This design comes from an exercise in tuning for small area and a short achievable clock period on the open sky130 flow, not from production work.
The RTL was checked by simulation tests, not by an equivalence proof against the original design.
The clock port is modelled as an ideal driver; clocking choices that lean on that would not hold on a real chip.

==> module trace_ram, before the edit <==
module trace_ram #(
  parameter int unsigned DEPTH = 63,
  parameter int unsigned WIDTH = 68
) (
  input  logic                       clk,
  input  logic                       i_shift,
  input  logic [WIDTH-1:0]           i_wdata,
  input  logic [DEPTH-1:0]           i_rsel,       
  input  logic [DEPTH-1:0]           i_rsel_hi,    
  output logic [WIDTH-1:0]           o_rdata
);
  logic [WIDTH-1:0] r_mem [DEPTH];
  always_ff @(posedge clk) begin
    if (i_shift) begin
      r_mem[0] <= i_wdata;
      for (int i = 1; i < DEPTH; i++) r_mem[i] <= r_mem[i-1];
    end
  end
  always_comb begin
    o_rdata = '0;
    for (int i = 0; i < DEPTH; i++)
      o_rdata = o_rdata | (r_mem[i] & {{(WIDTH-WIDTH/2){i_rsel_hi[i]}}, {(WIDTH/2){i_rsel[i]}}});
  end
endmodule
==> module cpu_trace_buffer, before the edit <==
module cpu_trace_buffer #(
  parameter int unsigned DATA_W  = 32,
  parameter int unsigned STATE_W = 4,
  parameter int unsigned DEPTH   = 64,
  parameter int unsigned CNT_W   = $clog2(DEPTH + 1)
) (
  input  logic                        clk,
  input  logic                        reset,
  input  logic                        arm,
  input  logic                        mode,
  input  logic [1:0]                  trig_sel,
  input  logic [DATA_W-1:0]           trig_val,
  input  logic                        trig_in,
  input  logic [CNT_W-1:0]            post_cnt,
  input  logic [DATA_W-1:0]           PC,
  input  logic [DATA_W-1:0]           Instr,
  input  logic [STATE_W-1:0]          state,
  input  logic                        IRWrite,
  input  logic                        MemWrite,
  input  logic [DATA_W-1:0]           Adr,
  output logic                        out_valid,
  input  logic                        out_ready,
  output logic [STATE_W+2*DATA_W-1:0] out_data,
  output logic                        out_last,
  output logic                        busy,
  output logic                        triggered,
  output logic [CNT_W-1:0]            count
);
  localparam int unsigned SD = DEPTH - 1;           
  localparam int unsigned EW = trace_pkg::ENTRY_W(STATE_W, DATA_W);
  logic              r_busy;
  logic              r_valid;
  logic              r_post;
  logic              r_triggered;
  logic              r_last;
  logic [CNT_W-1:0]  r_count;
  logic              r_cnt_nz;     
  logic              r_cnt_one;    
  logic [SD-1:0]     r_rd_oh;      
  logic [SD-1:0]     r_rd_oh_hi;   
  logic [EW-1:0]     r_head;       
  logic [CNT_W-1:0]  r_remaining;
  logic [CNT_W-1:0]  r_cnt_left;
  logic              r_mode_q;
  logic [3:0]        r_sel_oh;
  logic [DATA_W-1:0] r_val_q;
  logic              w_arm_ok;
  logic              w_sample;
  logic              w_trig_hit;
  logic              w_fire;
  logic              w_enter_dump;
  logic              w_full;
  logic              w_cnt0;
  logic              w_cnt1;
  logic              w_pop;
  logic              w_head_ld;
  logic              w_rd_mv;
  logic [CNT_W-1:0]  w_count_inc;
  logic [CNT_W-1:0]  w_post_clamp;
  logic [EW-1:0]     w_live;
  logic [EW-1:0]     w_rd_data;
  assign w_live       = {state, PC, Instr};
  assign w_arm_ok     = arm && !r_valid;
  assign w_sample     = r_busy && !arm && (!r_mode_q || IRWrite);
  assign w_full       = r_count[CNT_W-1];
  assign w_cnt0       = !r_cnt_nz;
  assign w_cnt1       = r_cnt_one;
  assign w_count_inc  = w_full ? r_count : r_count + CNT_W'(1);
  assign w_post_clamp = post_cnt[CNT_W-1] ? CNT_W'(DEPTH - 1) : post_cnt;
  assign w_trig_hit = r_sel_oh[0] ||
                      (r_sel_oh[1] && (PC == r_val_q)) ||
                      (r_sel_oh[2] && MemWrite && (Adr == r_val_q)) ||
                      (r_sel_oh[3] && trig_in);
  assign w_fire       = w_sample && !r_post && w_trig_hit;
  assign w_enter_dump = w_sample && (r_post ? (r_remaining == CNT_W'(1))
                                            : (w_trig_hit && (r_remaining == '0)));
  assign w_pop = r_valid ? out_ready : (w_sample && w_full);
  assign w_head_ld = w_pop || (w_sample && w_cnt0);
  assign w_rd_mv   = w_sample && !w_full;
  always_ff @(posedge clk or posedge reset) begin
    if (reset) begin
      r_busy      <= 1'b0;
      r_valid     <= 1'b0;
      r_post      <= 1'b0;
      r_triggered <= 1'b0;
      r_last      <= 1'b0;
      r_count     <= '0;
      r_cnt_nz    <= 1'b0;
      r_cnt_one   <= 1'b0;
    end else if (w_arm_ok) begin
      r_busy      <= 1'b1;
      r_valid     <= 1'b0;
      r_post      <= 1'b0;
      r_triggered <= 1'b0;
      r_last      <= 1'b0;
      r_count     <= '0;
      r_cnt_nz    <= 1'b0;
      r_cnt_one   <= 1'b0;
    end else begin
      if (w_sample) begin
        r_count   <= w_count_inc;
        r_cnt_nz  <= 1'b1;
        r_cnt_one <= !r_cnt_nz;
      end
      if (w_fire) begin
        r_triggered <= 1'b1;
        if (r_remaining != '0) r_post <= 1'b1;
      end
      if (w_enter_dump) begin
        r_busy  <= 1'b0;
        r_valid <= 1'b1;
        r_last  <= w_cnt0;
      end
      if (r_valid && out_ready) begin
        r_last <= (r_cnt_left == CNT_W'(2));
        if (r_cnt_left == CNT_W'(1)) r_valid <= 1'b0;
      end
    end
  end
  always_ff @(posedge clk) begin
    if (w_arm_ok) begin
      r_mode_q    <= mode;
      r_sel_oh    <= 4'b0001 << trig_sel;
      r_val_q     <= trig_val;
      r_remaining <= w_post_clamp;
    end else if (w_sample && r_post) begin
      r_remaining <= r_remaining - CNT_W'(1);
    end
    r_rd_oh <= ({SD{!w_arm_ok && w_rd_mv}}  & {r_rd_oh[SD-2:0] & {(SD-1){!w_cnt1}}, w_cnt1}) |
               ({SD{!w_arm_ok && !w_rd_mv}} & r_rd_oh);
    r_rd_oh_hi <= ({SD{!w_arm_ok && w_rd_mv}}  & {r_rd_oh_hi[SD-2:0] & {(SD-1){!w_cnt1}}, w_cnt1}) |
                  ({SD{!w_arm_ok && !w_rd_mv}} & r_rd_oh_hi);
    if (!r_valid) r_cnt_left <= w_count_inc;
    else if (out_ready) r_cnt_left <= r_cnt_left - CNT_W'(1);
    r_head <= ({EW{w_head_ld}}            & w_rd_data) |
              ({EW{w_head_ld && w_cnt0}}  & w_live) |
              ({EW{!w_head_ld}}           & r_head);
  end
  trace_ram #(
    .DEPTH (SD),
    .WIDTH (EW)
  ) u_ram (
    .clk     (clk),
    .i_shift (w_sample || (r_valid && out_ready)),
    .i_wdata (w_live),
    .i_rsel  (r_rd_oh),
    .i_rsel_hi (r_rd_oh_hi),
    .o_rdata (w_rd_data)
  );
  assign out_valid = r_valid;
  assign out_data  = r_head;
  assign out_last  = r_last;
  assign busy      = r_busy;
  assign triggered = r_triggered;
  assign count     = r_count;
endmodule
Settings: LEC_CHECK=0, CAP_MARGIN=20, CORE_MARGIN=2, CORE_UTILIZATION=55, CTS_CLUSTER_DIAMETER=80, CTS_CLUSTER_SIZE=25, PLACE_DENSITY=0.65, SETUP_SLACK_MARGIN=3.7, SLEW_MARGIN=20, SYNTH_MEMORY_MAX_BITS=8192; clock period 6.0 ns.
standard.sh (not shown) runs the stock make flow with config.mk's settings and CLKGATE_MAP_FILE= SYNTH_SCRIPT=/design/flow/synth_recipe.tcl, a recipe that flattens the netlist after the stock synthesis.
==> flow/flow/run.sh <==
#!/bin/bash
# Standard layout, except that after clock tree synthesis the tree's root
# buffer is split into four, one per quadrant, which then drive the
# third level directly (flow/split_root.tcl).
set -e
cd "$(dirname "$0")/.."
export RES_DIR=$PWD/orfs/results/$FLOW_PLATFORM/cpu_trace_buffer/base
export FLOW_CLOCK_PORT=clk
OPENROAD=$(command -v openroad || echo "$FLOW_HOME/../tools/install/OpenROAD/bin/openroad")
bash standard.sh cts > std_cts.log 2>&1
"$OPENROAD" -exit -no_init flow/split_root.tcl > split_root.log 2>&1
bash standard.sh finish > std_finish.log 2>&1
Other scripts of this flow, unchanged in this note and not shown: flow/flow/split_root.tcl
Rerun with:
--- a/flow/design.v
+++ b/flow/design.v
@@ -12,12 +12,11 @@
   parameter int unsigned WIDTH = 68
 ) (
   input  logic                       clk,
   input  logic                       i_shift,
   input  logic [WIDTH-1:0]           i_wdata,
-  input  logic [DEPTH-1:0]           i_rsel,       
-  input  logic [DEPTH-1:0]           i_rsel_hi,    
+  input  logic [DEPTH-1:0]           i_rsel,
   output logic [WIDTH-1:0]           o_rdata
 );
   logic [WIDTH-1:0] r_mem [DEPTH];
   always_ff @(posedge clk) begin
     if (i_shift) begin
@@ -26,11 +25,11 @@
     end
   end
   always_comb begin
     o_rdata = '0;
     for (int i = 0; i < DEPTH; i++)
-      o_rdata = o_rdata | (r_mem[i] & {{(WIDTH-WIDTH/2){i_rsel_hi[i]}}, {(WIDTH/2){i_rsel[i]}}});
+      o_rdata = o_rdata | (r_mem[i] & {WIDTH{i_rsel[i]}});
   end
 endmodule
 module cpu_trace_buffer #(
   parameter int unsigned DATA_W  = 32,
   parameter int unsigned STATE_W = 4,
@@ -68,11 +67,10 @@
   logic              r_last;
   logic [CNT_W-1:0]  r_count;
   logic              r_cnt_nz;     
   logic              r_cnt_one;    
   logic [SD-1:0]     r_rd_oh;      
-  logic [SD-1:0]     r_rd_oh_hi;   
   logic [EW-1:0]     r_head;       
   logic [CNT_W-1:0]  r_remaining;
   logic [CNT_W-1:0]  r_cnt_left;
   logic              r_mode_q;
   logic [3:0]        r_sel_oh;
@@ -159,12 +157,10 @@
     end else if (w_sample && r_post) begin
       r_remaining <= r_remaining - CNT_W'(1);
     end
     r_rd_oh <= ({SD{!w_arm_ok && w_rd_mv}}  & {r_rd_oh[SD-2:0] & {(SD-1){!w_cnt1}}, w_cnt1}) |
                ({SD{!w_arm_ok && !w_rd_mv}} & r_rd_oh);
-    r_rd_oh_hi <= ({SD{!w_arm_ok && w_rd_mv}}  & {r_rd_oh_hi[SD-2:0] & {(SD-1){!w_cnt1}}, w_cnt1}) |
-                  ({SD{!w_arm_ok && !w_rd_mv}} & r_rd_oh_hi);
     if (!r_valid) r_cnt_left <= w_count_inc;
     else if (out_ready) r_cnt_left <= r_cnt_left - CNT_W'(1);
     r_head <= ({EW{w_head_ld}}            & w_rd_data) |
               ({EW{w_head_ld && w_cnt0}}  & w_live) |
               ({EW{!w_head_ld}}           & r_head);
@@ -175,11 +171,10 @@
   ) u_ram (
     .clk     (clk),
     .i_shift (w_sample || (r_valid && out_ready)),
     .i_wdata (w_live),
     .i_rsel  (r_rd_oh),
-    .i_rsel_hi (r_rd_oh_hi),
     .o_rdata (w_rd_data)
   );
   assign out_valid = r_valid;
   assign out_data  = r_head;
   assign out_last  = r_last;
Effect: The new run completed with no timing, DRC or antenna violations. Setup slack gets better by 0.012 ns. Final area goes down by 0.41%. Die area fell by 1.2%. Cell count goes down by 1.5%. Synthesized area is lower by 1.2%. Global-route usage rises by 1.2 points.

[afterwards: timing with drivers on the ports]
Ports are ideal in the flow. The routed layouts listed here were re-timed in OpenROAD. Step 1, drivers: a clkbuf_16 drives clk and a buf_2 each remaining input, both assumed. Step 2 times the ports against the registers' clock, not the clock port: input delays grow and output delays shrink by t, the midpoint of the rising clock arrivals with the driver on. Three values: ideal, step 1, step 2; two values: the first two.
| run | t (ns) | setup slack, ns | worst setup path at the end | worst slew at a driven data input, ns | cell pins on the clock port's net |
|---|---|---|---|---|---|
| the first run | 0.891 | 3.544 / 3.324 / 2.829 | input to register | 0.16 | 4 |
| the second run | 0.872 | 3.556 / 3.339 / 2.913 | input to register | 0.18 | 4 |
After both steps setup and hold are still met in every run listed. The setup slack of the first run, which loses most, moves by -0.220 ns with the drivers and by -0.715 ns with both steps.
